What follows belongs to an exercise in optimizing a design on an open flow for small area and a short achievable clock period; a production flow would make more cautious choices. Function was checked by simulation only, so behaviour that the tests miss may differ from the original. Power and IR drop assume default switching activity.

===== design/flow/flow/run.sh =====
#!/bin/bash
# The standard layout (the standard.sh, all steps unchanged) except that the ports are
# buffered with sky130_fd_sc_hd__buf_8 instead of the cell buffer_ports picks by default
# (a weak delay buffer, which makes the placement-stage repair build buffer trees behind the
# input ports). Every port still gets its own buffer. standard.sh keeps each ORFS step's log
# under orfs/logs; its own output goes to standard.log.
export BUFFER_PORTS_ARGS="-buffer_cell sky130_fd_sc_hd__buf_8"
bash standard.sh > standard.log 2>&1

===== design/flow/standard.sh =====
#!/bin/bash
# synth_recipe.tcl (not shown) runs the flow's synth.tcl, then flattens the netlist and writes it again
# the make line also repeats each setting of config.mk as NAME=value (left out here)
make -C /OpenROAD-flow-scripts/flow DESIGN_CONFIG=/design/flow/config.mk WORK_HOME=/design/flow/orfs CLKGATE_MAP_FILE= SYNTH_SCRIPT=/design/flow/synth_recipe.tcl "${@:-finish}"

===== design/flow/config.mk =====
export PLATFORM = sky130hd
export DESIGN_NAME = flash_cmd_trace
export DESIGN_NICKNAME = flash_cmd_trace
export VERILOG_FILES = /design/flow/design.v
export SDC_FILE = /design/flow/constraint.sdc
export NUM_CORES = 4
export LEC_CHECK = 0
export CAP_MARGIN = 20
export CORE_MARGIN = 2
export CORE_UTILIZATION = 50
export CTS_CLUSTER_DIAMETER = 70
export CTS_CLUSTER_SIZE = 24
export SETUP_SLACK_MARGIN = 2.75
export SLEW_MARGIN = 20
export SYNTH_HIERARCHICAL = 1

===== design/flow/constraint.sdc =====
create_clock -name core_clock -period 6.0 [get_ports {clk}]
set_input_delay 1.2000 -clock core_clock [delete_from_list [all_inputs] [get_ports {clk}]]
set_output_delay 1.2000 -clock core_clock [all_outputs]
set_load 0.01 [all_outputs]

===== design/flow/design.v =====
module flash_cmd_trace #(
    parameter int DEPTH_LOG2 = 6,
    parameter int TS_WIDTH   = 24
) (
    input  logic        clk,
    input  logic        rst_n,
    input  logic [7:0]  mon_cmd,
    input  logic        mon_stb,
    input  logic [1:0]  wb_addr,
    output logic [31:0] wb_rdata,
    input  logic [31:0] wb_wdata,
    input  logic        wb_we,
    input  logic        wb_cyc,
    output logic        wb_ack
);
    localparam int DEPTH = 1 << DEPTH_LOG2;
    localparam int ADEPTH = DEPTH - 1;
    logic [TS_WIDTH-1:0]   ts;
    logic [31:0]           arr [ADEPTH];
    logic [31:0]           head;
    logic [7:0]            wr_hi, wr_lo;
    logic [7:0]            rd_hi, rd_lo;
    logic [DEPTH_LOG2:0]   level;
    logic [7:0]            drop_cnt;
    logic                  ovf;
    logic                  enable;
    logic                  empty;
    logic                  full;
    logic                  one;
    logic                  two;
    logic                  ctrl_wr;
    logic                  clr;
    logic                  pop;
    logic                  eligible;
    logic                  push;
    logic                  drop;
    logic                  inc;
    logic                  dec;
    logic                  filt_ok;
    logic                  arr_wr;
    logic [31:0]           entry;
    logic [31:0]           filt_rd;
    logic [31:0]           status;
    assign entry = {mon_cmd, 24'(ts)};
    assign ctrl_wr  = wb_ack & wb_we & (wb_addr == 2'd0);
    assign clr      = ctrl_wr & wb_wdata[1];
    assign pop      = wb_ack & ~wb_we & (wb_addr == 2'd1) & ~empty;
    assign eligible = mon_stb & enable & ~clr & filt_ok;
    assign push     = eligible & (~full | pop);
    assign drop     = eligible & full & ~pop;
    assign inc      = push & ~pop;
    assign dec      = pop & ~push;
    assign arr_wr   = push & ~empty & ~(one & pop);
    logic       filt_en;
    logic [7:0] filt_mask;
    logic [7:0] filt_match;
    assign filt_ok = ~filt_en | ((mon_cmd & filt_mask) == (filt_match & filt_mask));
    assign filt_rd = {15'b0, filt_en, filt_mask, filt_match};
    always_ff @(posedge clk or negedge rst_n) begin
        if (!rst_n) begin
            filt_en    <= 1'b0;
            filt_mask  <= 8'h00;
            filt_match <= 8'h00;
        end else if (wb_ack && wb_we && wb_addr == 2'd2) begin
            filt_en    <= wb_wdata[16];
            filt_mask  <= wb_wdata[15:8];
            filt_match <= wb_wdata[7:0];
        end
    end
    logic [31:0] stg;
    logic        stg_v;
    logic        byp;
    always_ff @(posedge clk) begin
        stg <= entry;
    end
    always_ff @(posedge clk or negedge rst_n) begin
        if (!rst_n) begin
            stg_v <= 1'b0;
            byp   <= 1'b0;
        end else begin
            stg_v <= arr_wr;
            byp   <= arr_wr & (one | (two & pop));
        end
    end
    always_ff @(posedge clk) begin
        for (int i = 0; i < ADEPTH; i++) begin
            if (stg_v && wr_hi[i / 8] && wr_lo[i % 8]) begin
                arr[i] <= stg;
            end
        end
    end
    logic [ADEPTH-1:0] rd_sel;
    logic [31:0]       arr_rd;
    always_comb begin
        for (int i = 0; i < ADEPTH; i++) begin
            rd_sel[i] = rd_hi[i / 8] & rd_lo[i % 8] & ~byp;
        end
    end
    for (genvar b = 0; b < 32; b++) begin : g_rdm
        logic [ADEPTH/3-1:0] grp_n;
        for (genvar g = 0; g < ADEPTH / 3; g++) begin : g_grp
            flash_cmd_trace_aoi222 u_aoi (
                .a0(arr[3*g][b]),   .s0(rd_sel[3*g]),
                .a1(arr[3*g+1][b]), .s1(rd_sel[3*g+1]),
                .a2(arr[3*g+2][b]), .s2(rd_sel[3*g+2]),
                .y(grp_n[g])
            );
        end
        assign arr_rd[b] = ~&grp_n | (stg[b] & byp);
    end
    always_ff @(posedge clk) begin
        if (pop || empty) begin
            head <= (empty || one) ? entry : arr_rd;
        end
    end
    logic [DEPTH_LOG2:0] lvl_up, lvl_dn;
    logic up_c, dn_c;
    always_comb begin
        up_c = 1'b1;
        dn_c = 1'b1;
        for (int b = 0; b <= DEPTH_LOG2; b++) begin
            lvl_up[b] = level[b] ^ up_c;
            lvl_dn[b] = level[b] ^ dn_c;
            up_c = up_c & level[b];
            dn_c = dn_c & ~level[b];
        end
    end
    logic wr_wrap, rd_wrap;
    assign wr_wrap = wr_hi[7] & wr_lo[6];
    assign rd_wrap = rd_hi[7] & rd_lo[6];
    always_ff @(posedge clk or negedge rst_n) begin
        if (!rst_n) begin
            ts       <= '0;
            wr_hi    <= 8'h01;
            wr_lo    <= 8'h01;
            rd_hi    <= 8'h01;
            rd_lo    <= 8'h01;
            level    <= '0;
            empty    <= 1'b1;
            one      <= 1'b0;
            two      <= 1'b0;
            full     <= 1'b0;
            drop_cnt <= 8'h00;
            ovf      <= 1'b0;
            enable   <= 1'b1;
            wb_ack   <= 1'b0;
        end else begin
            wb_ack <= wb_cyc & ~wb_ack;
            ts     <= clr ? '0 : ts + 1'b1;
            if (ctrl_wr) begin
                enable <= wb_wdata[0];
            end
            if (clr) begin
                wr_hi    <= 8'h01;
            wr_lo    <= 8'h01;
                rd_hi    <= 8'h01;
            rd_lo    <= 8'h01;
                level    <= '0;
                empty    <= 1'b1;
                one      <= 1'b0;
                two      <= 1'b0;
                full     <= 1'b0;
                drop_cnt <= 8'h00;
                ovf      <= 1'b0;
            end else begin
                if (stg_v) begin
                    wr_lo <= wr_wrap ? 8'h01 : {wr_lo[6:0], wr_lo[7]};
                    if (wr_wrap || wr_lo[7]) begin
                        wr_hi <= wr_wrap ? 8'h01 : {wr_hi[6:0], wr_hi[7]};
                    end
                end
                if (pop && !one) begin
                    rd_lo <= rd_wrap ? 8'h01 : {rd_lo[6:0], rd_lo[7]};
                    if (rd_wrap || rd_lo[7]) begin
                        rd_hi <= rd_wrap ? 8'h01 : {rd_hi[6:0], rd_hi[7]};
                    end
                end
                if (inc) begin
                    level <= lvl_up;
                    empty <= 1'b0;
                    one   <= empty;
                    two   <= one;
                    full  <= (level == 7'd63);
                end else if (dec) begin
                    level <= lvl_dn;
                    empty <= one;
                    one   <= two;
                    two   <= (level == 7'd3);
                    full  <= 1'b0;
                end
                if (drop) begin
                    ovf <= 1'b1;
                    if (drop_cnt != 8'hFF) begin
                        drop_cnt <= drop_cnt + 1'b1;
                    end
                end
            end
        end
    end
    assign status = {empty, full, ovf, enable, 4'b0, drop_cnt, 16'(level)};
    logic [3:0] ackc;
    logic [3:0] acknec;
    logic       empty_nx;
    assign empty_nx = clr | (dec ? one : (empty & ~inc));
    always_ff @(posedge clk or negedge rst_n) begin
        if (!rst_n) begin
            ackc   <= 4'b0;
            acknec <= 4'b0;
        end else begin
            for (int k = 0; k < 4; k++) begin
                ackc[k]   <= wb_cyc & ~ackc[k];
                acknec[k] <= wb_cyc & ~ackc[k] & ~empty_nx;
            end
        end
    end
    logic [31:0] sq, hq, fq;
    always_comb begin
        for (int i = 0; i < 32; i++) begin
            sq[i] = status[i] & ackc[i / 8];
            hq[i] = head[i] & acknec[i / 8];
            fq[i] = filt_rd[i] & ackc[i / 8];
        end
    end
    for (genvar i = 0; i < 32; i++) begin : g_rd
        if (i >= 24 && i <= 27) begin : g_h
            flash_cmd_trace_rd_h u_rd (.we(wb_we), .a(wb_addr), .h(hq[i]), .y(wb_rdata[i]));
        end else if (i >= 17) begin : g_sh
            flash_cmd_trace_rd_sh u_rd (.we(wb_we), .a(wb_addr), .s(sq[i]), .h(hq[i]), .y(wb_rdata[i]));
        end else if (i >= 7 && i <= 15) begin : g_hf
            flash_cmd_trace_rd_hf u_rd (.we(wb_we), .a(wb_addr), .h(hq[i]), .f(fq[i]), .y(wb_rdata[i]));
        end else begin : g_shf
            flash_cmd_trace_rd_shf u_rd (.we(wb_we), .a(wb_addr), .s(sq[i]), .h(hq[i]), .f(fq[i]),
                                         .y(wb_rdata[i]));
        end
    end
endmodule
module flash_cmd_trace_rd_h (
    input  logic       we,
    input  logic [1:0] a,
    input  logic       h,
    output logic       y
);
    assign y = ~we & ~a[1] & a[0] & h;
endmodule
module flash_cmd_trace_rd_sh (
    input  logic       we,
    input  logic [1:0] a,
    input  logic       s,
    input  logic       h,
    output logic       y
);
    assign y = ~we & ~a[1] & (a[0] ? h : s);
endmodule
module flash_cmd_trace_rd_hf (
    input  logic       we,
    input  logic [1:0] a,
    input  logic       h,
    input  logic       f,
    output logic       y
);
    assign y = ~we & (a[0] ^ a[1]) & (a[0] ? h : f);
endmodule
module flash_cmd_trace_rd_shf (
    input  logic       we,
    input  logic [1:0] a,
    input  logic       s,
    input  logic       h,
    input  logic       f,
    output logic       y
);
    assign y = ~we & ~(a[0] & a[1]) & (a[0] ? h : (a[1] ? f : s));
endmodule
module flash_cmd_trace_aoi222 (
    input  logic a0,
    input  logic s0,
    input  logic a1,
    input  logic s1,
    input  logic a2,
    input  logic s2,
    output logic y
);
    assign y = ~((a0 & s0) | (a1 & s1) | (a2 & s2));
endmodule

==> results of run 1 <==
## per-layer routing
| layer | vias to the layer above | part of all wire [%] | GRT usage (%) |
|---|---|---|---|
| li1 | 18000 | - | - |
| met1 | 22700 | 40 | 39.9 |
| met2 | 2437 | 46 | 42.0 |
| met3 | 291 | 10 | 5.15 |
| met4 | 8 | 3.0 | 8.82 |
| met5 | - | 0.021 | 0 |
## cell type report
| cell class | count | area [sq um] | share of cell area [%] |
|---|---|---|---|
| inverters | 5 | 18.8 | 0.0215 |
| flip-flops and latches | 2185 | 64800 | 74.2 |
| multi-input cells | 1615 | 13000 | 14.9 |
| clock inverters | 78 | 856 | 0.980 |
| diodes | 5 | 12.5 | 0.0143 |
| clock buffers | 153 | 3610 | 4.14 |
| well taps | 2044 | 2560 | 2.93 |
| repair buffers | 230 | 2460 | 2.82 |
## state kept, by name, indices dropped and copies added, names as in the netlist, 24 cells and up
register	cells
arr	2016
head	32
stg	32
ts	24
## stage by stage
step	area, sq um	hold WS, ns	instances
after floorplan	77500	0.386	3844
after global placement	82200	0.408	6063
after detailed placement	82200	0.423	6063
after CTS	86900	0.436	6299
after global routing	87300	0.456	6310
final	87300	0.431	6315
## per-module statistics from Yosys (local to each module, per instance)
module	flip-flops and latches	copies in the design
flash_cmd_trace_aoi222	0	672
flash_cmd_trace	2185	1
flash_cmd_trace_rd_sh	0	11
flash_cmd_trace_rd_h	0	4
flash_cmd_trace_rd_hf	0	9
flash_cmd_trace_rd_shf	0	8
## critical path: cells and delay by family (launching register included)
family                 cells  cell delay [ns]
AND/OR/NAND/NOR            4             1.46
buffers and inverters      3             0.67
AO/OA/AOI/OAI              2             0.49
flip-flops                 1             0.46
## cell usage in the layout, fill, tap and decap left out, types with 70 or more instances in the layout
master,Yosys,layout
nand3_1,70,70
nand2_1,82,82
dfrtp_1,99,91
and2_1,135,111
edfxtp_1,2048,2048
nand4_1,134,134
a222oi_1,672,672
nor2_1,78,76
clkbuf_16,0,146
buf_4,0,141
## kinds of logic after synthesis
| logic type | after synthesis |
|---|---|
| DFF | 2185 |
| AOI/OAI and AO/OA | 832 |
| and+or+nand+nor | 716 |
| buffers and inverters | 44 |
| muxes | 33 |
| xor gates and xnor gates | 32 |
| adders and majority gates | 2 |
## what timing repair did
action,4_1_cts,5_1_grt
hold buffers,0,0
pin swaps,35,43
resized for setup,58,60
endpoints found under the setup margin,51,42
buffers inserted,5,6
cloned,0,4
## power by group
group	total [uW]	switching [uW]	internal, uW
Sequential	18700	604	18100
Clock	10000	5050	4950
Combinational	2240	1790	449
## path summary, 6_finish.rpt
check	from	to	slack, ns	cells after the start
worst max-delay path	byp$_DFF_PN0_	head[13]$_DFFE_PP_	2.67	9
worst min-delay path	ts[23]$_DFF_PN0_	stg[23]$_DFF_P_	0.43	0
worst max register to register	byp$_DFF_PN0_	head[13]$_DFFE_PP_	2.67	9
worst min register to register	ts[23]$_DFF_PN0_	stg[23]$_DFF_P_	0.43	0
max in group asynchronous	rst_n	stg_v$_DFF_PN0_	4.87	1
min in group asynchronous	rst_n	filt_match[2]$_DFFE_PN0P_	0.45	1
==> flow_metrics.env, run 1 <==
export IMPL_fillerInstances=11500
export IMPL_max_vdd_ir_drop_v=0.000308
export IMPL_number_of_sinks_on_the_clock_net=2185
export IMPL_seq_area_frac_synth_pct=83.6
export IMPL_drc_errors=0
export IMPL_setup_tns_final_ns=0
export IMPL_setup_ws_ns=2.67
export IMPL_initial_core_util_pct=50.3
export IMPL_setup_viol=0
export IMPL_fraction_of_final_layout_cells_with_drive_strength_greater_than_1_pct=15.4
export IMPL_finalCritPeriodShare_pct=55.6
export IMPL_die_width_um=398
export IMPL_clkTransAtPathRegs_ns=0.09
export IMPL_routabilityCongestion=0.869
export IMPL_finalMaxSlewViolations=0
export IMPL_io_buffers=64
export IMPL_gr_usage_all_layers_pct=27.4
export IMPL_first_global_vias=40400
export IMPL_netlist_top_cell_by_area="edfxtp_1"
export IMPL_cts_root_buffer="clkbuf_16"
export IMPL_relSlewSlack_pct=24.4
export IMPL_yosys_top_cells_area="edfxtp_1, a222oi_1, dfrtp_1, and2_1, nand4_1"
export IMPL_final_util_pct=56.7
export IMPL_clock_fmax_mhz=300
export IMPL_startpoint_type="register"
export IMPL_cts_path_max_buffers=3
export IMPL_cts_tree="built"
export IMPL_synth_yosys_warnings=9
export IMPL_share_of_synthesized_flip_flops_with_an_asynchronous_set_or_reset_pct=4.81
export IMPL_syn_cell_area_sq_um=77500
export IMPL_grt_pass1_wl_mm=305
export IMPL_synth_top_family_by_area="compound AO/OA/AOI/OAI gates"
export IMPL_worst_setup_path_type="reg -> reg"
export IMPL_clock_skew_final_ns=0.0422
export IMPL_yosys_area_share_adder_pct=0.0323
export IMPL_dieArea_sq_um=158000
export IMPL_synthMostInstantiatedCell="edfxtp_1"
export IMPL_num_vias=43400
export IMPL_max_cap_viol_count=0
export IMPL_remaining_global_route_overflow=0
export IMPL_syn_nets=3893
export IMPL_routedWlPerCell_um=35.1
export IMPL_finish_net_count=4216
export IMPL_post_drt_via_cell_ratio=6.87
export IMPL_grt_start_max_net_pins=106
export IMPL_post_synth_top_area_fraction_pct=79.3
export IMPL_place_detailed_hpwl_mm=120
export IMPL_worstHoldPathType="reg -> reg"
export IMPL_critical_path_slowest_cell="and2_1"
export IMPL_total_power_uw=31000
export IMPL_cts_max_level=4
export IMPL_drt_first_iter_violations=8159
export IMPL_power_density_nw_per_um2=355
export IMPL_detail_route_first_pass_iterations=13
export IMPL_ys_ff_latch=2185
export IMPL_netlist_instances=3844
export IMPL_synth_simple_gate_area_share_pct=5.30
export IMPL_die_h_um=398
export IMPL_io_pin_count=80
export IMPL_finalCriticalPeriod_ns=3.33
export IMPL_standard_cell_rows=144
export IMPL_cp_data_required_time_ns=6.56
export IMPL_synth_edf_count=2048
export IMPL_synth_distinct_cells=57
export IMPL_layout_area_overhead_vs_synth_pct=12.7
export IMPL_post_place_ws_ns=1.77
export IMPL_synth_top_cells_by_count="edfxtp_1, a222oi_1, and2_1, nand4_1, dfrtp_1"
export IMPL_crit_path_max_fanout=13
export IMPL_worstSetupEndpointType="register"
export IMPL_antenna_violations_before_repair=13
export IMPL_final_hold_violation_count=0
export IMPL_ant_nets=0
export IMPL_worstPathArrival_ns=3.89
export IMPL_synth_mux_area_share_pct=0.455
export IMPL_outcome="complete, no violations"
export IMPL_path_cells="buf_12 > nor2b_2 > and2_1 > buf_4 > a222oi_1 > nand4_1 > nor4_2 > buf_4 > a31oi_1"
export IMPL_setup_repair_after_global_routing_missed_its_margin="yes"
export IMPL_floorplan_core_area_sq_um=154000
export IMPL_synth_compound_gate_area_share_pct=10.1
export IMPL_wirelength_mm=221
export IMPL_post_synth_xor_area_fraction_pct=0.362
export IMPL_tightestPinTransition_ns=1.13
export IMPL_critical_path_max_stage_delay_ns=0.59
export IMPL_clock_latency_ns=0.79
export IMPL_syn_mean_instance_area_sq_um=20.2
export IMPL_cp_common_cell="buf_4"
export IMPL_tritoncts_buffers=130
export IMPL_postSynth_topFlopCell="edfxtp_1"
export IMPL_leakagePower_uw=0.0279
==> inputs of run 2 (changes only) <==
==> design/flow/flow/run.sh (replaced) <==
#!/bin/bash
# The standard layout (the standard.sh, all steps unchanged) except that the ports are
# buffered with sky130_fd_sc_hd__buf_4 instead of the cell buffer_ports picks by default
# (a weak delay buffer, which makes the placement-stage repair build buffer trees behind the
# input ports). Every port still gets its own buffer. standard.sh keeps each ORFS step's log
# under orfs/logs; its own output goes to standard.log.
export BUFFER_PORTS_ARGS="-buffer_cell sky130_fd_sc_hd__buf_4"
bash standard.sh > standard.log 2>&1
==> run 2 against run 1 <==
Design area fell by 0.61%; count of clock-buffer cells in the layout is 3 higher; worst setup slack better by 0.019 ns; cell count rose by 0.13%; die area stayed put; sequential power about the same; first-iteration DRC count is 0.22% higher; clock skew shrank 0.0033 ns; critical endpoint is now wb_rdata[2]; highest routed layer unchanged.
==> flow_metrics.env, run 2 <==
export IMPL_outcome="complete, no violations"
export IMPL_ant_nets=0
export IMPL_combPwrFrac_pct=7.0
export IMPL_critical_path_slowest_cell="dfrtp_2"
export IMPL_share_clk_of_total_power_pct=32.1
export IMPL_yosys_area_share_adder_pct=0.0323
export IMPL_final_hold_violation_count=0
export IMPL_worstHoldPathType="reg -> reg"
export IMPL_critical_path_max_stage_delay_ns=0.48
export IMPL_dp_cells=6049
export IMPL_gr_usage_all_layers_pct=27.1
export IMPL_post_synth_top_area_fraction_pct=79.3
export IMPL_tritoncts_buffers=134
export IMPL_fillerInstances=11600
export IMPL_drt_first_iter_violations=8177
export IMPL_worstPathArrival_ns=2.11
export IMPL_io_buffers=64
export IMPL_die_h_um=398
export IMPL_clock_latency_ns=0.80
export IMPL_post_synth_xor_area_fraction_pct=0.362
export IMPL_seqPwrFrac_pct=60.9
export IMPL_synth_yosys_warnings=9
export IMPL_synth_distinct_cells=57
export IMPL_routedWlPerCell_um=34.8
export IMPL_layout_area_overhead_vs_synth_pct=12.0
export IMPL_power_share_switching_pct=24.1
export IMPL_worst_setup_path_type="reg -> out"
export IMPL_syn_cell_area_sq_um=77500
export IMPL_synth_edf_count=2048
export IMPL_place_detailed_hpwl_mm=117
export IMPL_cpLargestDelayFamily="flip-flops"
export IMPL_final_util_pct=56.3
export IMPL_postSynth_topFlopCell="edfxtp_1"
export IMPL_finalCritPeriodShare_pct=55.2
export IMPL_wirelength_mm=220
export IMPL_ys_ff_latch=2185
export IMPL_standard_cell_rows=144
export IMPL_setup_repair_after_global_routing_missed_its_margin="yes"
export IMPL_synth_top_family_by_area="compound AO/OA/AOI/OAI gates"
export IMPL_synth_mux_area_share_pct=0.455
export IMPL_cp_num_buf_inv=2
export IMPL_top_register="arr"
export IMPL_cts_root_buffer="clkbuf_16"
export IMPL_finalMaxSlewViolations=0
export IMPL_die_width_um=398
export IMPL_routabilityCongestion=0.893
export IMPL_clock_skew_final_ns=0.0389
export IMPL_netlist_instances=3844
export IMPL_cp_data_required_time_ns=4.80
export IMPL_cts_tree="built"
export IMPL_yosys_top_cells_area="edfxtp_1, a222oi_1, dfrtp_1, and2_1, nand4_1"
export IMPL_floorplan_core_area_sq_um=154000
export IMPL_cts_path_max_buffers=3
export IMPL_tightestPinTransition_ns=1.14
export IMPL_fraction_of_final_layout_cells_with_drive_strength_greater_than_1_pct=15.3
export IMPL_seq_area_frac_synth_pct=83.6
export IMPL_share_of_synthesized_flip_flops_with_an_asynchronous_set_or_reset_pct=4.81
export IMPL_layout_cells_most_common_list="edfxtp_1, a222oi_1, buf_4, clkbuf_16, nand4_1"
export IMPL_synth_top_cells_by_count="edfxtp_1, a222oi_1, and2_1, nand4_1, dfrtp_1"
export IMPL_largest_registers="arr (2016), head (32), stg (32)"
export IMPL_path_cells="buf_12 > and2_4 > nor2b_4 > a211oi_2 > a211oi_2 > buf_4"
export IMPL_grt_start_max_net_pins=81
export IMPL_internal_power_uw=23400
export IMPL_sequential_cell_area_sq_um=64800
export IMPL_final_cell_count_without_fillers=6323
export IMPL_setup_viol=0
export IMPL_antenna_violations_before_repair=11
export IMPL_crit_path_max_fanout=8
export IMPL_setup_tns_final_ns=0
export IMPL_power_density_nw_per_um2=355
export IMPL_cp_common_cell="a211oi_2"
export IMPL_max_vdd_ir_drop_v=0.000344
export IMPL_max_cap_viol_count=0
export IMPL_syn_mean_instance_area_sq_um=20.2
export IMPL_cts_max_level=4
export IMPL_netlist_top_cell_by_area="edfxtp_1"
export IMPL_synth_simple_gate_area_share_pct=5.30
export IMPL_first_global_vias=40400
export IMPL_number_of_flip_flops_in_the_largest_register=2016
export IMPL_number_of_sinks_on_the_clock_net=2185
export IMPL_relSlewSlack_pct=24.0
export IMPL_clock_fmax_mhz=302
export IMPL_finish_net_count=4224
export IMPL_syn_nets=3893
export IMPL_multiInputGateArea_sq_um=12900
export IMPL_remaining_global_route_overflow=0
export IMPL_post_drt_via_cell_ratio=6.81
export IMPL_dieArea_sq_um=158000
export IMPL_grt_pass1_wl_mm=302
export IMPL_initial_core_util_pct=50.3
export IMPL_final_common_cell="edfxtp_1"
export IMPL_startpoint_type="register"
export IMPL_detail_route_first_pass_iterations=13
export IMPL_synth_compound_gate_area_share_pct=10.1
export IMPL_drc_errors=0
export IMPL_synthMostInstantiatedCell="edfxtp_1"
export IMPL_finalCriticalPeriod_ns=3.31
export IMPL_leakagePower_uw=0.0278
export IMPL_total_switching_power_uw=7430
export IMPL_finalHoldWorstSlack_ns=0.439
export IMPL_worstSetupEndpointType="output pin"
export IMPL_clkTransAtPathRegs_ns=0.07
export IMPL_io_pin_count=80
export IMPL_num_vias=43000
## run 2: kinds of logic (layout without fill, tap and decap cells)
kind of cell / after synthesis / in the layout
flops: 2185 / 2185
compound gates: 832 / 832
simple gates: 716 / 717
buf+inv: 44 / 476
mux: 33 / 33
xor+xnor: 32 / 32
fa+ha+maj: 2 / 2
other cells: 0 / 2
## run 2: per-layer routing
| layer | GRT usage (%) | wire length (um) |
|---|---|---|
| met5 | 0 | 69 |
| met4 | 9.57 | 7860 |
| met3 | 5.78 | 25200 |
| met2 | 40.5 | 99100 |
| met1 | 39.6 | 87700 |
## run 2: layout make-up
| cell class | instances | area share (%) |
|---|---|---|
| diodes | 2 | 0.00577 |
| clock buffers | 156 | 4.08 |
| clock inverters | 82 | 0.979 |
| inverters | 5 | 0.0216 |
| multi-input cells | 1616 | 14.9 |
| flip-flops and latches | 2185 | 74.7 |
| well taps | 2044 | 2.95 |
| repair buffers | 233 | 2.38 |
## run 2: final timing paths
path / from / end / slack [ns] / cells past startpoint
setup reg to reg: byp$_DFF_PN0_ / head[8]$_DFFE_PP_ / 2.74 / 11
hold reg to reg: ts[23]$_DFF_PN0_ / stg[23]$_DFF_P_ / 0.44 / 0
max in group asynchronous: rst_n / wr_lo[0]$_DFFE_PN1P_ / 4.33 / 2
setup / recovery: ackc[0]$_DFF_PN0_ / wb_rdata[2] / 2.69 / 6
min in group asynchronous: rst_n / filt_match[1]$_DFFE_PN0P_ / 0.52 / 1
hold / removal: ts[23]$_DFF_PN0_ / stg[23]$_DFF_P_ / 0.44 / 0
## run 2: through the flow
stage / power, uW / worst slack (ns) / instance area (sq um)
2_1_floorplan: 19900 / 2.74 / 77500
3_3_place_gp: 21100 / 1.97 / 81600
3_5_place_dp: 21200 / 1.95 / 81600
4_1_cts: 30800 / 2.66 / 86200
5_1_grt: 31600 / 2.62 / 86800
6_report: 30800 / 2.69 / 86800
## run 2: Yosys stat by module, one instance, submodules excluded
| module | cells | flip-flops and latches | times used | cell area [sq um] |
|---|---|---|---|---|
| flash_cmd_trace | 3087 | 2185 | 1 | 70100 |
| flash_cmd_trace_aoi222 | 1 | 0 | 672 | 10.0 |
| flash_cmd_trace_rd_h | 1 | 0 | 4 | 12.5 |
| flash_cmd_trace_rd_hf | 3 | 0 | 9 | 20.0 |
| flash_cmd_trace_rd_sh | 2 | 0 | 11 | 20.0 |
| flash_cmd_trace_rd_shf | 4 | 0 | 8 | 27.5 |
## run 2: what timing repair did
action                     4_1_cts  5_1_grt
setup endpoints to repair       63       49
setup buffers                    6       21
pin swaps                       28       47
cloned                           1        6
hold buffers                     0        0
resized for setup               39       79
## run 2: power by group through the flow
stage,logic (uW),clock network (uW),registers [uW]
2_1_floorplan,693,0,19200
3_3_place_gp,2030,0,19000
3_5_place_dp,2110,0,19100
4_1_cts,2130,9970,18700
5_1_grt,2320,10500,18800
6_report,2160,9870,18800
==> inputs of run 3 (changes only) <==
--- a/design/flow/design.v
+++ b/design/flow/design.v
@@ -108,3 +108,12 @@
         end
-        assign arr_rd[b] = ~&grp_n | (stg[b] & byp);
+        logic [6:0] part;
+        logic [3:0] part_n;
+        for (genvar k = 0; k < 7; k++) begin : g_p
+            flash_cmd_trace_nand3 u_nand (.a(grp_n[3*k]), .b(grp_n[3*k+1]), .c(grp_n[3*k+2]), .y(part[k]));
+        end
+        for (genvar k = 0; k < 3; k++) begin : g_q
+            flash_cmd_trace_nor2 u_nor (.a(part[2*k]), .b(part[2*k+1]), .y(part_n[k]));
+        end
+        flash_cmd_trace_nor2 u_nor_last (.a(part[6]), .b(stg[b] & byp), .y(part_n[3]));
+        assign arr_rd[b] = ~&part_n;
     end
@@ -200,4 +209,4 @@
     assign status = {empty, full, ovf, enable, 4'b0, drop_cnt, 16'(level)};
-    logic [3:0] ackc;
-    logic [3:0] acknec;
+    logic [7:0] ackc;
+    logic [7:0] acknec;
     logic       empty_nx;
@@ -206,6 +215,6 @@
         if (!rst_n) begin
-            ackc   <= 4'b0;
-            acknec <= 4'b0;
+            ackc   <= 8'b0;
+            acknec <= 8'b0;
         end else begin
-            for (int k = 0; k < 4; k++) begin
+            for (int k = 0; k < 8; k++) begin
                 ackc[k]   <= wb_cyc & ~ackc[k];
@@ -218,5 +227,5 @@
         for (int i = 0; i < 32; i++) begin
-            sq[i] = status[i] & ackc[i / 8];
-            hq[i] = head[i] & acknec[i / 8];
-            fq[i] = filt_rd[i] & ackc[i / 8];
+            sq[i] = status[i] & ackc[i / 4];
+            hq[i] = head[i] & acknec[i / 4];
+            fq[i] = filt_rd[i] & ackc[(i + 2) % 32 / 4];
         end
@@ -283 +292,16 @@
 endmodule
+module flash_cmd_trace_nand3 (
+    input  logic a,
+    input  logic b,
+    input  logic c,
+    output logic y
+);
+    assign y = ~(a & b & c);
+endmodule
+module flash_cmd_trace_nor2 (
+    input  logic a,
+    input  logic b,
+    output logic y
+);
+    assign y = ~(a | b);
+endmodule
==> run 3 against run 2 <==
Still clean on timing, DRC and antenna; wire length down 2.3%; critical endpoint is now head[18]$_DFFE_PP_; fmax down 0.30%; global-route usage down 0.59 points; first-iteration DRC count down 0.65%.
==> flow_metrics.env, run 3 <==
export IMPL_syn_mean_instance_area_sq_um=19.6
export IMPL_finalCritPeriodShare_pct=55.4
export IMPL_io_buffers=64
export IMPL_startpoint_type="register"
export IMPL_tritoncts_buffers=121
export IMPL_setup_tns_final_ns=0
export IMPL_fillerInstances=11800
export IMPL_cts_root_buffer="clkbuf_16"
export IMPL_worstHoldPathType="reg -> reg"
export IMPL_cts_max_level=3
export IMPL_num_vias=43400
export IMPL_share_of_synthesized_flip_flops_with_an_asynchronous_set_or_reset_pct=5.15
export IMPL_clock_fmax_mhz=301
export IMPL_total_switching_power_uw=7260
export IMPL_drt_first_iter_violations=8124
export IMPL_setup_viol=0
export IMPL_final_common_cell="edfxtp_1"
export IMPL_clock_skew_final_ns=0.0321
export IMPL_postSynth_topFlopCell="edfxtp_1"
export IMPL_fraction_of_final_layout_cells_with_drive_strength_greater_than_1_pct=15.1
export IMPL_standard_cell_rows=145
export IMPL_final_hold_violation_count=0
export IMPL_synth_edf_count=2048
export IMPL_die_width_um=400
export IMPL_cp_data_required_time_ns=6.59
export IMPL_setup_repair_after_global_routing_missed_its_margin="yes"
export IMPL_cts_path_max_buffers=3
export IMPL_seq_area_frac_synth_pct=82.9
export IMPL_post_place_ws_ns=1.75
export IMPL_dieArea_sq_um=160000
export IMPL_leakagePower_uw=0.0281
export IMPL_tightestPinTransition_ns=1.14
export IMPL_gr_usage_all_layers_pct=26.5
export IMPL_relSlewSlack_pct=23.8
export IMPL_ctsHoldBuffers=0
export IMPL_power_density_nw_per_um2=347
export IMPL_routabilityCongestion=0.845
export IMPL_worst_setup_path_type="reg -> reg"
export IMPL_synth_distinct_cells=61
export IMPL_seqPwrFrac_pct=61.5
export IMPL_synth_top_cells_by_count="edfxtp_1, a222oi_1, nand3_1, nor2_1, and2_1"
export IMPL_post_drt_via_cell_ratio=6.73
export IMPL_first_global_vias=40800
export IMPL_synthMostInstantiatedCell="edfxtp_1"
export IMPL_number_of_flip_flops_in_the_largest_register=2016
export IMPL_synth_yosys_warnings=9
export IMPL_layout_cells_most_common_list="edfxtp_1, a222oi_1, nand3_1, buf_4, nor2_1"
export IMPL_layout_area_overhead_vs_synth_pct=11.1
export IMPL_routedWlPerCell_um=33.3
export IMPL_internal_power_uw=22900
export IMPL_rr_worst_depth=9
export IMPL_initial_core_util_pct=50.3
export IMPL_max_vdd_ir_drop_v=0.000289
export IMPL_cts_tree="built"
export IMPL_syn_cell_area_sq_um=78300
export IMPL_post_synth_top_area_fraction_pct=78.5
export IMPL_crit_path_max_fanout=19
export IMPL_place_detailed_hpwl_mm=122
export IMPL_finish_instance_area_sq_um=87000
export IMPL_post_dp_cell_area_sq_um=82300
export IMPL_ant_nets=0
export IMPL_die_h_um=400
export IMPL_holdPathStages=1
export IMPL_netlist_instances=4006
export IMPL_top_register="arr"
export IMPL_combPwrFrac_pct=6.8
export IMPL_detail_route_first_pass_iterations=11
export IMPL_number_of_sinks_on_the_clock_net=2193
export IMPL_antenna_violations_before_repair=19
export IMPL_syn_nets=4055
export IMPL_floorplan_core_area_sq_um=156000
export IMPL_netlist_top_cell_by_area="edfxtp_1"
export IMPL_clock_latency_ns=0.78
export IMPL_finish_net_count=4334
export IMPL_outcome="complete, no violations"
export IMPL_worstSetupEndpointType="register"
export IMPL_setup_ws_ns=2.68
export IMPL_grt_start_max_net_pins=66
export IMPL_worstPathArrival_ns=3.91
export IMPL_largest_registers="arr (2016), head (32), stg (32)"
export IMPL_share_clk_of_total_power_pct=31.8
export IMPL_clkTransAtPathRegs_ns=0.08
export IMPL_drc_errors=0
export IMPL_ys_ff_latch=2193
export IMPL_finalMaxSlewViolations=0
export IMPL_grt_pass1_wl_mm=302
export IMPL_remaining_global_route_overflow=0
export IMPL_finalCriticalPeriod_ns=3.32
export IMPL_power_share_switching_pct=24.1
export IMPL_max_cap_viol_count=0
export IMPL_io_pin_count=80
export IMPL_yosys_top_cells_area="edfxtp_1, a222oi_1, dfrtp_1, nand3_1, and2_1"
export IMPL_wirelength_mm=215
==> run 3: what timing repair did <==
action	4_1_cts	5_1_grt
setup buffers	4	5
setup endpoints to repair	64	40
pin swaps	4	13
gates cloned	0	1
gates resized for setup	119	44
==> run 3: worst paths after layout <==
kind,from,end,slack [ns]
max,byp$_DFF_PN0_,head[18]$_DFFE_PP_,2.68
min,ackc[6]$_DFF_PN0_,ackc[6]$_DFF_PN0_,0.42
max reg2reg,byp$_DFF_PN0_,head[18]$_DFFE_PP_,2.68
min reg2reg,ackc[6]$_DFF_PN0_,ackc[6]$_DFF_PN0_,0.42
max in group asynchronous,rst_n,stg_v$_DFF_PN0_,4.17
min in group asynchronous,rst_n,two$_DFFE_PN0P_,0.56
==> run 3: kinds of logic (layout without fill, tap and decap cells) <==
group	count (synthesis)	after routing	synth area share, %
flops	2193	2193	82.9
fa+ha+maj	2	2	0.0319
simple gates	910	910	6.35
other cells	0	10	0
mux	33	33	0.450
compound gates	795	795	9.65
xor+xnor	33	33	0.369
buf+inv	40	415	0.211
==> run 3: area by class of cell <==
class | count | area (sq um) | area share [%]
multi-input cells | 1773 | 13700 | 15.8
well taps | 2058 | 2570 | 2.96
clock buffers | 140 | 3160 | 3.63
flip-flops and latches | 2193 | 65000 | 74.7
repair buffers | 192 | 1540 | 1.77
inverters | 4 | 15.0 | 0.0172
clock inverters | 79 | 981 | 1.13
diodes | 10 | 25.0 | 0.0287
==> run 3: worst max-delay path: stages (launching register included) <==
cell and delay (ns):
dfrtp_4 0.60, nor2b_2 0.61, and2_2 0.55, buf_4 0.42, a222oi_1 0.14, nand3_1 0.10, nor2_1 0.05, buf_4 0.19
and4_1 0.20, a21oi_1 0.22
==> run 3: layer usage <==
metal / wire [um] / track usage, %
met5: 55 / 0
met4: 6160 / 6.84
met3: 19800 / 3.21
met2: 103000 / 42.9
met1: 86100 / 38.6
==> run 3: power groups by stage <==
stage | Clock, uW | Sequential, uW | Combinational (uW)
5_1_grt | 10100 | 18600 | 2200
3_5_place_dp | 0 | 18900 | 2000
6_report | 9580 | 18600 | 2040
3_3_place_gp | 0 | 18900 | 1920
4_1_cts | 9660 | 18500 | 2010
2_1_floorplan | 0 | 19000 | 629
==> run 3: metrics by stage <==
step / cells / total power [uW] / utilization, % / hold slack [ns]
2_1_floorplan: 4006 / 19700 / - / 0.385
3_3_place_gp: 6208 / 20800 / 52.8 / 0.396
3_5_place_dp: 6210 / 20900 / 52.8 / 0.407
4_1_cts: 6433 / 30200 / 55.7 / 0.421
5_1_grt: 6439 / 30900 / 55.8 / 0.441
6_report: 6449 / 30200 / 55.9 / 0.417
==> run 3: Yosys stat by module (local to each module, per instance) <==
module	copies in the design	cell area [sq um]
flash_cmd_trace_rd_shf	8	27.5
flash_cmd_trace	1	69300
flash_cmd_trace_nand3	224	5.00
flash_cmd_trace_aoi222	672	10.0
flash_cmd_trace_rd_h	4	12.5
flash_cmd_trace_rd_sh	11	20.0
flash_cmd_trace_rd_hf	9	20.0
flash_cmd_trace_nor2	128	3.75
==> inputs of run 4 (changes only) <==
==> design/flow/run.sh (new file) <==
#!/bin/bash
# synth_recipe.tcl (not shown) runs the flow's synth.tcl, then flattens the netlist and writes it again
# the make line also repeats each setting of config.mk as NAME=value (left out here)
make -C /OpenROAD-flow-scripts/flow DESIGN_CONFIG=/design/flow/config.mk WORK_HOME=/design/flow/orfs CLKGATE_MAP_FILE= SYNTH_SCRIPT=/design/flow/synth_recipe.tcl finish
--- a/design/flow/config.mk
+++ b/design/flow/config.mk
@@ -12,3 +12,4 @@
 export CTS_CLUSTER_SIZE = 24
-export SETUP_SLACK_MARGIN = 2.75
+export PLACE_DENSITY = 0.7
+export SETUP_SLACK_MARGIN = 2.85
 export SLEW_MARGIN = 20
removed: design/flow/flow/run.sh
removed: design/flow/standard.sh
==> run 4 against run 3 <==
Still clean; first-iteration DRC count rose by 21%; power fell by 2.6%; worst setup slack improved by 0.016 ns; sequential power barely moved; critical path type is now in -> out; largest cell class unchanged.
==> flow_metrics.env, run 4 <==
export IMPL_io_pin_count=80
export IMPL_setup_viol=0
export IMPL_crit_path_max_fanout=7
export IMPL_post_synth_top_area_fraction_pct=78.5
export IMPL_wirelength_mm=218
export IMPL_routedWlPerCell_um=33.7
export IMPL_io_buffers=64
export IMPL_postSynth_topFlopCell="edfxtp_1"
export IMPL_cts_root_buffer="clkbuf_16"
export IMPL_netlist_instances=4006
export IMPL_max_cap_viol_count=0
export IMPL_detail_route_first_pass_iterations=12
export IMPL_layout_area_overhead_vs_synth_pct=12.1
export IMPL_cts_tree="built"
export IMPL_top_register="arr"
export IMPL_worstHoldPathType="reg -> reg"
export IMPL_synth_edf_count=2048
export IMPL_num_vias=44700
export IMPL_leakagePower_uw=0.0285
export IMPL_final_cell_count_without_fillers=6474
export IMPL_setup_tns_final_ns=0
export IMPL_cts_path_max_buffers=3
export IMPL_seq_area_frac_synth_pct=82.9
export IMPL_grt_start_max_net_pins=65
export IMPL_critical_path_slowest_cell="nor3_2"
export IMPL_worstPathArrival_ns=2.11
export IMPL_place_detailed_hpwl_mm=123
export IMPL_clock_latency_ns=0.79
export IMPL_finish_net_count=4385
export IMPL_drt_first_iter_violations=9852
export IMPL_post_drt_via_cell_ratio=6.90
export IMPL_standard_cell_rows=145
export IMPL_ys_ff_latch=2193
export IMPL_initial_core_util_pct=50.3
export IMPL_tritoncts_buffers=112
export IMPL_grt_pass1_wl_mm=305
export IMPL_path_cells="buf_16 > buf_12 > mux2i_4 > nor3_2 > buf_2"
export IMPL_outcome="complete, no violations"
export IMPL_synth_distinct_cells=61
export IMPL_ant_nets=0
export IMPL_finalCriticalPeriod_ns=3.31
export IMPL_worstSetupEndpointType="output pin"
export IMPL_cp_data_required_time_ns=4.80
export IMPL_largest_registers="arr (2016), head (32), stg (32)"
export IMPL_synth_top_cells_by_count="edfxtp_1, a222oi_1, nand3_1, nor2_1, and2_1"
export IMPL_netlist_top_cell_by_area="edfxtp_1"
export IMPL_setup_repair_after_global_routing_missed_its_margin="yes"
export IMPL_critical_path_max_stage_delay_ns=0.24
export IMPL_gr_usage_all_layers_pct=26.8
export IMPL_max_vdd_ir_drop_v=0.000284
export IMPL_finalHoldWorstSlack_ns=0.415
export IMPL_share_of_synthesized_flip_flops_with_an_asynchronous_set_or_reset_pct=5.15
export IMPL_startpoint_type="input pin"
export IMPL_layout_cells_most_common_list="edfxtp_1, a222oi_1, nand3_1, buf_4, and2_1"
export IMPL_number_of_sinks_on_the_clock_net=2193
export IMPL_cts_max_level=3
export IMPL_syn_mean_instance_area_sq_um=19.6
export IMPL_routabilityCongestion=0.880
export IMPL_first_global_vias=41900
export IMPL_ctsHoldBuffers=0
export IMPL_tightestPinTransition_ns=1.07
export IMPL_clock_skew_final_ns=0.0516
export IMPL_relSlewSlack_pct=28.8
export IMPL_yosys_top_cells_area="edfxtp_1, a222oi_1, dfrtp_1, nand3_1, and2_1"
export IMPL_final_common_cell="edfxtp_1"
export IMPL_synth_yosys_warnings=9
export IMPL_dieArea_sq_um=160000
export IMPL_antenna_violations_before_repair=19
export IMPL_dp_cells=6238
export IMPL_drc_errors=0
export IMPL_remaining_global_route_overflow=0
export IMPL_power_density_nw_per_um2=335
export IMPL_syn_cell_area_sq_um=78300
export IMPL_final_util_pct=56.3
export IMPL_die_h_um=400
export IMPL_finalCritPeriodShare_pct=55.1
export IMPL_number_of_flip_flops_in_the_largest_register=2016
export IMPL_finalMaxSlewViolations=0
export IMPL_fillerInstances=11400
export IMPL_floorplan_core_area_sq_um=156000
export IMPL_total_power_uw=29400
export IMPL_worst_setup_path_type="in -> out"
export IMPL_die_width_um=400
export IMPL_fraction_of_final_layout_cells_with_drive_strength_greater_than_1_pct=17.6
export IMPL_synthMostInstantiatedCell="edfxtp_1"
export IMPL_final_hold_violation_count=0
export IMPL_clock_fmax_mhz=302
export IMPL_clkTransAtPathRegs_ns=0.09
export IMPL_syn_nets=4055
run 4: cell counts after synthesis:
Identical to the previous run, type by type.
run 4: stage by stage:
step / cell area (sq um) / setup WS [ns]
floorplan: 78300 / 3.06
global placement: 82600 / 1.45
detailed placement: 82600 / 1.37
CTS: 87200 / 2.71
global route: 87800 / 2.61
finish: 87800 / 2.69
run 4: where the power goes:
| part | total (uW) | internal [uW] | switching, uW |
|---|---|---|---|
| combinational | 2380 | 468 | 1910 |
| sequential | 18500 | 18000 | 440 |
| clock | 8550 | 3740 | 4810 |
| total | 29400 | 22200 | 7160 |
run 4: per-layer routing:
layer	GRT usage, %	vias to the layer above	share of wire, %
li1	-	18300	-
met1	37.5	22800	36
met2	41.6	3185	46
met3	4.86	392	13
met4	11.9	6	4.7
met5	0	-	0.032
run 4: worst max-delay path: cells and delay by family:
| kind | cells | cell delay (ns) |
|---|---|---|
| simple gates | 1 | 0.24 |
| mux | 1 | 0.19 |
| buf+inv | 3 | 0.46 |
run 4: per-module statistics from Yosys (local to each module, per instance):
module	cells	area, sq um	flops+latches
flash_cmd_trace_aoi222	1	10.0	0
flash_cmd_trace_rd_h	1	12.5	0
flash_cmd_trace_rd_shf	4	27.5	0
flash_cmd_trace_rd_hf	3	20.0	0
flash_cmd_trace_rd_sh	2	20.0	0
flash_cmd_trace_nand3	1	5.00	0
flash_cmd_trace	2897	69300	2193
flash_cmd_trace_nor2	1	3.75	0
run 4: logic make-up after synthesis:
group	synth area share [%]
fa+ha+maj	0.0319
xor+xnor	0.369
compound gates	9.65
simple gates	6.35
flops	82.9
buf+inv	0.211
mux	0.450
run 4: cell type report:
class | count | area [sq um] | share of cell area [%]
multi-input cells | 1773 | 14400 | 16.4
repair buffers | 252 | 2280 | 2.60
clock buffers | 136 | 2970 | 3.38
inverters | 4 | 15.0 | 0.0171
flip-flops and latches | 2193 | 65000 | 74.1
well taps | 2058 | 2570 | 2.93
diodes | 11 | 27.5 | 0.0314
clock inverters | 47 | 504 | 0.574
run 4: worst paths after layout:
path                              startpoint                       end  slack (ns)  cells after the start
max                               wb_addr[0]              wb_rdata[30]        2.69                      5
min                        ackc[6]$_DFF_PN0_         ackc[6]$_DFF_PN0_        0.42                      1
max reg2reg                    byp$_DFF_PN0_        head[19]$_DFFE_PP_        2.81                     12
min reg2reg                ackc[6]$_DFF_PN0_         ackc[6]$_DFF_PN0_        0.42                      1
max in group asynchronous              rst_n      rd_lo[2]$_DFFE_PN0P_        4.20                      2
min in group asynchronous              rst_n  filt_mask[6]$_DFFE_PN0P_        0.52                      1
run 4: what timing repair did:
item / in CTS / in global routing
pin swaps: 35 / 49
cloned: 5 / 5
setup buffers: 14 / 18
endpoints found under the setup margin: 142 / 69
gates resized for setup: 417 / 96
==> inputs of run 5 (changes only) <==
--- a/design/flow/design.v
+++ b/design/flow/design.v
@@ -58,2 +58,4 @@
     assign filt_rd = {15'b0, filt_en, filt_mask, filt_match};
+    logic filt_wr;
+    assign filt_wr = wb_ack & wb_we & (wb_addr == 2'd2);
     always_ff @(posedge clk or negedge rst_n) begin
@@ -63,3 +65,3 @@
             filt_match <= 8'h00;
-        end else if (wb_ack && wb_we && wb_addr == 2'd2) begin
+        end else if (filt_wr) begin
             filt_en    <= wb_wdata[16];
@@ -95,3 +97,3 @@
         for (int i = 0; i < ADEPTH; i++) begin
-            rd_sel[i] = rd_hi[i / 8] & rd_lo[i % 8] & ~byp;
+            rd_sel[i] = rd_hi[i / 8] & rd_lo[i % 8];
         end
@@ -116,9 +118,9 @@
         end
-        flash_cmd_trace_nor2 u_nor_last (.a(part[6]), .b(stg[b] & byp), .y(part_n[3]));
+        assign part_n[3] = ~part[6];
         assign arr_rd[b] = ~&part_n;
     end
+    logic [31:0] head_nx;
+    assign head_nx = (pop || empty) ? ((empty || one) ? entry : (byp ? stg : arr_rd)) : head;
     always_ff @(posedge clk) begin
-        if (pop || empty) begin
-            head <= (empty || one) ? entry : arr_rd;
-        end
+        head <= head_nx;
     end
@@ -136,2 +138,44 @@
     end
+    logic [DEPTH_LOG2:0] level_nx;
+    logic                empty_nx, one_nx, two_nx, full_nx, ovf_nx, enable_nx;
+    logic [7:0]          drop_nx;
+    always_comb begin
+        level_nx  = level;
+        empty_nx  = empty;
+        one_nx    = one;
+        two_nx    = two;
+        full_nx   = full;
+        drop_nx   = drop_cnt;
+        ovf_nx    = ovf;
+        enable_nx = ctrl_wr ? wb_wdata[0] : enable;
+        if (clr) begin
+            level_nx = '0;
+            empty_nx = 1'b1;
+            one_nx   = 1'b0;
+            two_nx   = 1'b0;
+            full_nx  = 1'b0;
+            drop_nx  = 8'h00;
+            ovf_nx   = 1'b0;
+        end else begin
+            if (inc) begin
+                level_nx = lvl_up;
+                empty_nx = 1'b0;
+                one_nx   = empty;
+                two_nx   = one;
+                full_nx  = (level == 7'd63);
+            end else if (dec) begin
+                level_nx = lvl_dn;
+                empty_nx = one;
+                one_nx   = two;
+                two_nx   = (level == 7'd3);
+                full_nx  = 1'b0;
+            end
+            if (drop) begin
+                ovf_nx = 1'b1;
+                if (drop_cnt != 8'hFF) begin
+                    drop_nx = drop_cnt + 1'b1;
+                end
+            end
+        end
+    end
     logic wr_wrap, rd_wrap;
@@ -156,19 +200,17 @@
         end else begin
-            wb_ack <= wb_cyc & ~wb_ack;
-            ts     <= clr ? '0 : ts + 1'b1;
-            if (ctrl_wr) begin
-                enable <= wb_wdata[0];
-            end
+            wb_ack   <= wb_cyc & ~wb_ack;
+            ts       <= clr ? '0 : ts + 1'b1;
+            level    <= level_nx;
+            empty    <= empty_nx;
+            one      <= one_nx;
+            two      <= two_nx;
+            full     <= full_nx;
+            drop_cnt <= drop_nx;
+            ovf      <= ovf_nx;
+            enable   <= enable_nx;
             if (clr) begin
-                wr_hi    <= 8'h01;
-            wr_lo    <= 8'h01;
-                rd_hi    <= 8'h01;
-            rd_lo    <= 8'h01;
-                level    <= '0;
-                empty    <= 1'b1;
-                one      <= 1'b0;
-                two      <= 1'b0;
-                full     <= 1'b0;
-                drop_cnt <= 8'h00;
-                ovf      <= 1'b0;
+                wr_hi <= 8'h01;
+                wr_lo <= 8'h01;
+                rd_hi <= 8'h01;
+                rd_lo <= 8'h01;
             end else begin
@@ -186,21 +228,2 @@
                 end
-                if (inc) begin
-                    level <= lvl_up;
-                    empty <= 1'b0;
-                    one   <= empty;
-                    two   <= one;
-                    full  <= (level == 7'd63);
-                end else if (dec) begin
-                    level <= lvl_dn;
-                    empty <= one;
-                    one   <= two;
-                    two   <= (level == 7'd3);
-                    full  <= 1'b0;
-                end
-                if (drop) begin
-                    ovf <= 1'b1;
-                    if (drop_cnt != 8'hFF) begin
-                        drop_cnt <= drop_cnt + 1'b1;
-                    end
-                end
             end
@@ -209,23 +232,17 @@
     assign status = {empty, full, ovf, enable, 4'b0, drop_cnt, 16'(level)};
-    logic [7:0] ackc;
-    logic [7:0] acknec;
-    logic       empty_nx;
-    assign empty_nx = clr | (dec ? one : (empty & ~inc));
+    logic        ack_nx;
+    logic [31:0] status_nx, filt_nx;
+    logic [31:0] sq, hq, fq;
+    assign ack_nx    = wb_cyc & ~wb_ack;
+    assign status_nx = {empty_nx, full_nx, ovf_nx, enable_nx, 4'b0, drop_nx, 16'(level_nx)};
+    assign filt_nx   = filt_wr ? {15'b0, wb_wdata[16:0]} : filt_rd;
     always_ff @(posedge clk or negedge rst_n) begin
         if (!rst_n) begin
-            ackc   <= 8'b0;
-            acknec <= 8'b0;
+            sq <= 32'h0;
+            hq <= 32'h0;
+            fq <= 32'h0;
         end else begin
-            for (int k = 0; k < 8; k++) begin
-                ackc[k]   <= wb_cyc & ~ackc[k];
-                acknec[k] <= wb_cyc & ~ackc[k] & ~empty_nx;
-            end
-        end
-    end
-    logic [31:0] sq, hq, fq;
-    always_comb begin
-        for (int i = 0; i < 32; i++) begin
-            sq[i] = status[i] & ackc[i / 4];
-            hq[i] = head[i] & acknec[i / 4];
-            fq[i] = filt_rd[i] & ackc[(i + 2) % 32 / 4];
+            sq <= status_nx & {32{ack_nx}};
+            hq <= head_nx & {32{ack_nx & ~empty_nx}};
+            fq <= filt_nx & {32{ack_nx}};
         end
--- a/design/flow/config.mk
+++ b/design/flow/config.mk
@@ -12,4 +12,3 @@
 export CTS_CLUSTER_SIZE = 24
-export PLACE_DENSITY = 0.7
-export SETUP_SLACK_MARGIN = 2.85
+export SETUP_SLACK_MARGIN = 2.9
 export SLEW_MARGIN = 20
==> run 5 against run 4 <==
Clock power grew 16%; design area grew 4.0%; highest routed layer unchanged; largest power group unchanged; global-route usage grew 0.20 points; wire length grew 3.3%; largest cell class unchanged.
==> flow_metrics.env, run 5 <==
export IMPL_outcome="complete, no violations"
export IMPL_crit_path_max_fanout=8
export IMPL_finalMaxSlewViolations=0
export IMPL_synth_yosys_warnings=9
export IMPL_globalRouteMet2Util_pct=42.5
export IMPL_detail_route_first_pass_iterations=13
export IMPL_finish_net_count=4523
export IMPL_share_clk_of_total_power_pct=31.2
export IMPL_final_common_cell="edfxtp_1"
export IMPL_startpoint_type="register"
export IMPL_routedWlPerCell_um=33.9
export IMPL_initial_core_util_pct=50.3
export IMPL_leakagePower_uw=0.0305
export IMPL_tritoncts_buffers=121
export IMPL_final_util_pct=57.7
export IMPL_syn_mean_instance_area_sq_um=19.4
export IMPL_seq_area_frac_synth_pct=82.9
export IMPL_rr_worst_depth=11
export IMPL_power_share_switching_pct=24.7
export IMPL_worstHoldPathType="in -> async"
export IMPL_netlist_instances=4100
export IMPL_relSlewSlack_pct=24.6
export IMPL_worstSetupEndpointType="register"
export IMPL_crit_reg2reg_launch="rd_hi[2]$_DFFE_PN0P_"
export IMPL_globalRoute_busiestLayer="met2"
export IMPL_drc_errors=0
export IMPL_critical_path_slowest_cell="nor4bb_4"
export IMPL_cts_max_level=3
export IMPL_synth_distinct_cells=62
export IMPL_place_detailed_hpwl_mm=121
export IMPL_number_of_flip_flops_in_the_largest_register=2016
export IMPL_internal_power_uw=23800
export IMPL_cp_data_required_time_ns=6.68
export IMPL_final_hold_violation_count=0
export IMPL_clock_fmax_mhz=311
export IMPL_die_h_um=403
export IMPL_antenna_violations_before_repair=6
export IMPL_grt_pass1_wl_mm=313
export IMPL_standard_cell_rows=146
export IMPL_synth_top_cells_by_count="edfxtp_1, a222oi_1, nand3_1, dfrtp_1, nor2_1"
export IMPL_worst_setup_path_type="reg -> reg"
export IMPL_dieArea_sq_um=162000
export IMPL_remaining_global_route_overflow=0
export IMPL_setup_tns_final_ns=0
export IMPL_io_buffers=64
export IMPL_ant_nets=0
export IMPL_fraction_of_final_layout_cells_with_drive_strength_greater_than_1_pct=19.5
export IMPL_ys_ff_latch=2245
export IMPL_cts_path_max_buffers=3
export IMPL_finalCriticalPeriod_ns=3.22
export IMPL_clock_skew_final_ns=0.0379
export IMPL_max_vdd_ir_drop_v=0.000294
export IMPL_clock_latency_ns=0.78
export IMPL_tightestPinTransition_ns=1.13
export IMPL_post_drt_via_cell_ratio=6.74
export IMPL_critical_path_max_stage_delay_ns=0.49
export IMPL_max_cap_viol_count=0
export IMPL_share_of_synthesized_flip_flops_with_an_asynchronous_set_or_reset_pct=7.35
export IMPL_first_global_vias=41800
export IMPL_finalCritPeriodShare_pct=53.7
export IMPL_total_switching_power_uw=7830
export IMPL_path_cells="buf_6 > and2_4 > buf_12 > a222oi_1 > nand3_2 > nor2_4 > nor4bb_4 > a221oi_1 > a21oi_2 > o21ai_0 > nor2b_1"
export IMPL_yosys_top_cells_area="edfxtp_1, a222oi_1, dfrtp_1, nand3_1, dfxtp_1"
export IMPL_setup_viol=0
export IMPL_syn_cell_area_sq_um=79600
export IMPL_wirelength_mm=225
export IMPL_layout_area_overhead_vs_synth_pct=14.7
export IMPL_worst_r2r_endpoint="hq[0]$_DFF_PN0_"
export IMPL_clkTransAtPathRegs_ns=0.10
export IMPL_worstPathArrival_ns=3.90
export IMPL_number_of_sinks_on_the_clock_net=2245
export IMPL_cts_tree="built"
export IMPL_top_register="arr"
export IMPL_combPwrFrac_pct=8.7
export IMPL_globalRouteMet1Util_pct=39.0
export IMPL_ff2ff_setup_slack_ns=2.78
export IMPL_grt_start_max_net_pins=81
export IMPL_routabilityCongestion=0.833
export IMPL_seqPwrFrac_pct=60.0
export IMPL_num_vias=44700
export IMPL_die_width_um=403
export IMPL_syn_nets=4159
export IMPL_setup_repair_after_global_routing_missed_its_margin="yes"
export IMPL_power_density_nw_per_um2=347
export IMPL_post_synth_top_area_fraction_pct=76.0
export IMPL_synth_edf_count=2016
export IMPL_floorplan_core_area_sq_um=158000
export IMPL_synthMostInstantiatedCell="edfxtp_1"
export IMPL_drt_first_iter_violations=8572
export IMPL_grtUsageMet3_pct=4.80
export IMPL_netlist_top_cell_by_area="edfxtp_1"
export IMPL_layout_cells_most_common_list="edfxtp_1, a222oi_1, nand3_1, dfrtp_1, buf_4"
export IMPL_io_pin_count=80
export IMPL_ctsHoldBuffers=0
export IMPL_postSynth_topFlopCell="edfxtp_1"
export IMPL_gr_usage_all_layers_pct=27.0
export IMPL_cts_root_buffer="clkbuf_16"
[run 5: cell count changes after synthesis, sizes merged, moves of 30 or more]
cell,previous run,this run
dfxtp,32,64
and2,167,81
a221oi,0,35
inv,4,49
nor2,210,159
and4,35,4
edfxtp,2048,2016
o21ai,11,41
dfrtp,107,159
nor4bb,2,32
[run 5: routing by layer]
metal | part of all wire, % | wire [um]
met1 | 39 | 87700
met5 | 0.0089 | 20
met3 | 11 | 25200
met4 | 3.0 | 6670
met2 | 47 | 106000
[run 5: area by class of cell]
type / instances / area [sq um]
antenna: 2 / 5.00
timing repair buffer: 295 / 3240
fill: 11800 / 66900
clock buffer: 145 / 3320
tap: 2072 / 2590
clock inverter: 75 / 985
multi-input combinational: 1752 / 15000
inverter: 49 / 184
sequential: 2245 / 66000
[run 5: repair_timing]
item | in CTS | in global routing
pin swaps | 123 | 140
endpoints found under the setup margin | 114 | 86
gates cloned | 14 | 6
gates resized for setup | 525 | 162
setup buffers | 49 | 19
[run 5: cell families after synthesis]
logic type	synth area share [%]
multiplexers	0.442
AO/OA/AOI/OAI	10.2
XOR/XNOR	0.352
adder cells (fa/ha/maj)	0.189
AND/OR/NAND/NOR	5.47
flip-flops	82.9
buffers and inverters	0.520
[run 5: modules after synthesis (local to each module, per instance)]
module | cells inside | cell area (sq um) | flops+latches | copies in the design
flash_cmd_trace | 3023 | 70700 | 2245 | 1
flash_cmd_trace_nand3 | 1 | 5.00 | 0 | 224
flash_cmd_trace_rd_h | 1 | 12.5 | 0 | 4
flash_cmd_trace_aoi222 | 1 | 10.0 | 0 | 672
flash_cmd_trace_rd_sh | 2 | 20.0 | 0 | 11
flash_cmd_trace_rd_shf | 4 | 27.5 | 0 | 8
flash_cmd_trace_rd_hf | 3 | 20.0 | 0 | 9
flash_cmd_trace_nor2 | 1 | 3.75 | 0 | 96
[run 5: worst max-delay path, delay by kind of cell, from the launching register on]
family	cells	cell delay (ns)
AO/OA/AOI/OAI	4	1.05
flip-flops	1	0.45
AND/OR/NAND/NOR	5	1.29
buffers and inverters	2	0.31
[run 5: power by group through the flow]
stage | registers, uW | clock network (uW) | logic [uW]
2_1_floorplan | 19500 | 0 | 820
3_3_place_gp | 19300 | 0 | 2360
3_5_place_dp | 19300 | 0 | 2440
4_1_cts | 19000 | 9970 | 2660
5_1_grt | 19000 | 10500 | 2940
6_report | 19000 | 9890 | 2760
[run 5: worst max-delay path by stage]
stage | slack, ns | start | to | depth (start not counted)
after floorplan | 2.99 | mon_cmd[6] | hq[10]$_DFF_PN0_ | 7
after global placement | 1.60 | wb_addr[0] | wb_rdata[6] | 5
after detailed placement | 1.61 | wb_addr[0] | wb_rdata[2] | 5
final | 2.78 | rd_hi[2]$_DFFE_PN0P_ | hq[0]$_DFF_PN0_ | 11
after global routing | 2.71 | rd_hi[2]$_DFFE_PN0P_ | hq[10]$_DFF_PN0_ | 12
after CTS | 2.76 | wb_addr[1] | wb_rdata[15] | 5
[run 5: stage by stage]
stage / power, uW / hold slack (ns) / area (sq um) / std cells / setup slack, ns
floorplan: 20300 / 0.345 / 79600 / 4100 / 2.99
global placement: 21700 / 0.410 / 83800 / 6325 / 1.60
detailed placement: 21800 / 0.410 / 83800 / 6325 / 1.61
CTS: 31600 / 0.406 / 90300 / 6608 / 2.76
global route: 32500 / 0.455 / 91300 / 6634 / 2.71
finish: 31700 / 0.422 / 91300 / 6635 / 2.78

separate check: timing with driven ports:
The results above use ideal ports. As a check the final layouts listed here were re-extracted and re-timed, cells and wires unchanged. Step 1 (the two cells are an assumption about what drives the block):
set clk [get_ports {clk}]
set_driving_cell -lib_cell sky130_fd_sc_hd__clkbuf_16 $clk
set_driving_cell -lib_cell sky130_fd_sc_hd__buf_2 [delete_from_list [all_inputs] $clk]
Step 2 times the ports against the registers' clock, not the clock port: input delays grow and output delays shrink by t, the midpoint of the rising clock arrivals with the driver on. Three values: ideal ports, drivers, drivers and shift; two values: the first two.
| run | t (ns) | setup WS [ns] | worst setup path at the end | clock arrival spread, ns | cell pins on the clock port's net |
|---|---|---|---|---|---|
| run 1 | 0.865 | 2.666 / 2.593 / 2.185 | input to register | 0.045 / 0.045 | 1 |
| run 2 | 0.873 | 2.685 / 2.594 / 2.174 | input to register | 0.041 / 0.041 | 1 |
| run 3 | 0.857 | 2.675 / 2.638 / 2.228 | input to register | 0.043 / 0.043 | 1 |
| run 4 | 0.847 | 2.691 / 2.346 / 1.987 | input to register | 0.052 / 0.052 | 1 |
| run 5 | 0.853 | 2.780 / 2.473 / 2.165 | input to register | 0.039 / 0.038 | 1 |
After both steps setup and hold are still met in every run listed. For run 4, which loses most, drivers alone change the setup slack by -0.345 ns; drivers and shift together by -0.704 ns.
